This is an optimization exercise on Yosys and OpenROAD, whose aim is small area, not a production implementation.
RTL that was checked went through simulation tests only; none was proved equivalent to the original.

## north
==> module rsa_block_sequencer, before the edit <==
module rsa_block_sequencer #(
    parameter int unsigned KEY_BYTES      = 32,
    parameter int unsigned OUT_BYTES      = 31,
    parameter int unsigned TIMEOUT_CYCLES = 2**20
) (
    input  logic         i_clk,
    input  logic         i_rst_n,
    input  logic [7:0]   i_rx_data,
    input  logic         i_rx_valid,
    output logic         o_rx_ready,
    output logic [7:0]   o_tx_data,
    output logic         o_tx_valid,
    input  logic         i_tx_ready,
    output logic         o_core_start,
    output logic [255:0] o_core_a,
    output logic [255:0] o_core_d,
    output logic [255:0] o_core_n,
    input  logic [255:0] i_core_dec,
    input  logic         i_core_finished,
    input  logic         i_key_reload,
    output logic         o_busy,
    output logic         o_timeout
);
    localparam int unsigned OutW = 8 * OUT_BYTES;
    localparam logic [2:0] StKeyN = 3'b000, StKeyD = 3'b001, StEnc = 3'b010,
                           StStart = 3'b100, StWait = 3'b101, StSend = 3'b110;
    logic [2:0]   state_q;
    logic [4:0]   cnt_q;        
    logic [14:0]  tmo_hi_q;     
    logic         pend_q;
    logic [511:0] nd_q;         
    logic [255:0] a_q;
    logic         rx_fire;
    logic         st_key, st_enc, st_start, st_wait, st_send;
    logic         last;
    logic         timeout_q;
    logic         tmo_fire;
    assign o_timeout = timeout_q;
    logic unused;
    assign unused = ^{i_core_dec[255:OutW], KEY_BYTES, TIMEOUT_CYCLES};
    assign st_key   = !state_q[2] && !state_q[1];
    assign st_enc   = !state_q[2] &&  state_q[1];
    assign st_start =  state_q[2] && !state_q[1] && !state_q[0];
    assign st_wait  =  state_q[2] && !state_q[1] &&  state_q[0];
    assign st_send  =  state_q[2] &&  state_q[1];
    assign last     = &cnt_q;
    assign o_rx_ready   = i_rst_n && !state_q[2];
    assign rx_fire      = i_rx_valid && o_rx_ready;
    assign o_tx_valid   = st_send;
    assign o_tx_data    = a_q[255:248];
    assign o_core_start = st_start;
    assign o_busy       = state_q[2];
    assign o_core_a     = a_q;
    assign o_core_n     = nd_q[511:256];
    assign o_core_d     = nd_q[255:0];
    always_ff @(posedge i_clk) begin
        if (i_rx_valid && st_key) nd_q <= {nd_q[503:0], i_rx_data};
        if (st_wait && i_core_finished)
            a_q[255:8] <= i_core_dec[OutW-1:0];
        else if ((i_rx_valid && st_enc) || (st_send && i_tx_ready))
            a_q <= {a_q[247:0], i_rx_data};
    end
    assign tmo_fire = last && (&tmo_hi_q);
    always_ff @(posedge i_clk) begin
        if (st_start) tmo_hi_q <= '0;
        else if (st_wait && last) tmo_hi_q <= tmo_hi_q + 15'd1;
    end
    always_ff @(posedge i_clk or negedge i_rst_n) begin
        if (!i_rst_n) begin
            state_q <= StKeyN;
            cnt_q   <= '0;
            pend_q  <= 1'b0;
            timeout_q <= 1'b0;
        end else begin
            case (state_q)
                StKeyN, StKeyD: begin
                    if (i_key_reload) begin
                        state_q <= StKeyN;
                        cnt_q   <= '0;
                    end else if (rx_fire) begin
                        cnt_q <= cnt_q + 5'd1;
                        if (last) state_q <= state_q[0] ? StEnc : StKeyD;
                    end
                end
                StEnc: begin
                    if (i_key_reload && cnt_q == '0) begin
                        state_q <= StKeyN;
                        pend_q  <= 1'b0;
                    end else begin
                        if (i_key_reload) pend_q <= 1'b1;
                        if (rx_fire) begin
                            cnt_q <= cnt_q + 5'd1;
                            if (last) begin
                                state_q <= StStart;
                                timeout_q <= 1'b0;
                            end
                        end
                    end
                end
                StStart: begin
                    if (i_key_reload) pend_q <= 1'b1;
                    state_q <= StWait;
                end
                StWait: begin
                    if (i_key_reload) pend_q <= 1'b1;
                    if (i_core_finished) begin
                        cnt_q   <= 5'd1;    
                        state_q <= StSend;
                    end else begin
                        cnt_q <= cnt_q + 5'd1;
                        if (tmo_fire) begin
                            timeout_q <= 1'b1;
                            state_q <= StEnc;
                        end
                    end
                end
                StSend: begin
                    if (i_key_reload) pend_q <= 1'b1;
                    if (i_tx_ready) begin
                        cnt_q <= cnt_q + 5'd1;
                        if (last) begin
                            if (pend_q || i_key_reload) begin
                                state_q <= StKeyN;
                                pend_q  <= 1'b0;
                            end else begin
                                state_q <= StEnc;
                            end
                        end
                    end
                end
                default: state_q <= StKeyN;
            endcase
        end
    end
endmodule
Settings: LEC_CHECK=0, CAP_MARGIN=20, CORE_AREA=2 2 248 248, DIE_AREA=0 0 250 250, SLEW_MARGIN=20; clock period 5.0 ns.
standard.sh (not shown) runs the stock make flow with config.mk's settings and CLKGATE_MAP_FILE= SYNTH_SCRIPT=/design/flow/synth_recipe.tcl, a recipe that flattens the netlist after the stock synthesis.
==> flow/flow/run.sh <==
#!/bin/bash
export BUFFER_PORTS_ARGS="-buffer_cell sky130_fd_sc_hd__buf_1"
export PLACE_PINS_ARGS="-min_distance 1 -min_distance_in_tracks"
export CTS_ARGS="-sink_clustering_enable -repair_clock_nets -dont_use_dummy_load -sink_clustering_size 16 -sink_clustering_max_diameter 60 -buf_list {sky130_fd_sc_hd__clkbuf_8}"
bash standard.sh > standard.log 2>&1
#### Input delta (south over north)
-- flow/design.v --
<<< north, line 39
    logic unused;
    assign unused = ^{i_core_dec[255:OutW], KEY_BYTES, TIMEOUT_CYCLES};
    assign st_key   = !state_q[2] && !state_q[1];
    assign st_enc   = !state_q[2] &&  state_q[1];
    assign st_start =  state_q[2] && !state_q[1] && !state_q[0];
    assign st_wait  =  state_q[2] && !state_q[1] &&  state_q[0];
    assign st_send  =  state_q[2] &&  state_q[1];
    assign last     = &cnt_q;
    assign o_rx_ready   = i_rst_n && !state_q[2];
>>> south, line 39
    logic unused;
    assign unused = ^{i_core_dec[255:OutW], KEY_BYTES, TIMEOUT_CYCLES};
    assign st_key   = (state_q[2:1] == 2'b00);
    assign st_enc   = (state_q == StEnc);
    assign st_start = (state_q == StStart);
    assign st_wait  = (state_q == StWait);
    assign st_send  = (state_q == StSend);
    assign last     = &cnt_q;
    assign o_rx_ready   = i_rst_n && !state_q[2];
<<< north, line 55
    assign o_core_d     = nd_q[255:0];
    always_ff @(posedge i_clk) begin
        if (i_rx_valid && st_key) nd_q <= {nd_q[503:0], i_rx_data};
        if (st_wait && i_core_finished)
            a_q[255:8] <= i_core_dec[OutW-1:0];
        else if ((i_rx_valid && st_enc) || (st_send && i_tx_ready))
            a_q <= {a_q[247:0], i_rx_data};
    end
>>> south, line 55
    assign o_core_d     = nd_q[255:0];
    always_ff @(posedge i_clk) begin
        if (rx_fire && st_key) nd_q <= {nd_q[503:0], i_rx_data};
        if (st_wait && i_core_finished)
            a_q[255:8] <= i_core_dec[OutW-1:0];
        else if ((rx_fire && st_enc) || (st_send && i_tx_ready))
            a_q <= {a_q[247:0], i_rx_data};
    end
## What came out
- Relative to north, share of the clock period used by the worst path after layout has increased by 2.0 points in south.
- The maximum clock frequency of south is lower than that of north.
- The clock latency reported for the late side of the worst-skew pair of south exceeds that of north by 20 ps.
- Looking at detailed-routing wirelength on met1, south sits 3.1% above north.
- From north to south the numbers moved as follows: post-route cell area was more or less identical, worst-margin pin slew fell by 160 ps, area after synthesis closely matched the old numbers.
- Wire length grows by a few percent when moving from north to south.
- Fill cell total of the finished layout for south is lower than for north.
Function not checked in north: the RTL went through the layout flow alone.

[static timing again, ports no longer ideal]
The flow's constraints put no driver on any port. The routed layouts listed below were extracted and timed again, unchanged, in two steps. Step 1, drivers: a clkbuf_16 drives i_clk and a buf_2 each remaining input, both assumed. Step 2 adds t to the input delays and takes it off the output delays; t is the mean of the earliest and latest rising clock arrival at the registers after step 1. Input paths then give back, and output paths get back, about the clock's delay inside the block. Three values: ideal, step 1, step 2; two values: the first two.
run	shift t [ns]	slack for setup (ns)	hold slack, ns
north	0.728	1.549 / 1.496 / 1.761	0.262 / 0.295 / 0.413
south	0.729	1.448 / 1.389 / 1.322	0.368 / 0.347 / 0.392
After both steps setup and hold are still met in every run listed. For south, which loses most, drivers alone change the setup slack by -0.059 ns; drivers and shift together by -0.126 ns.
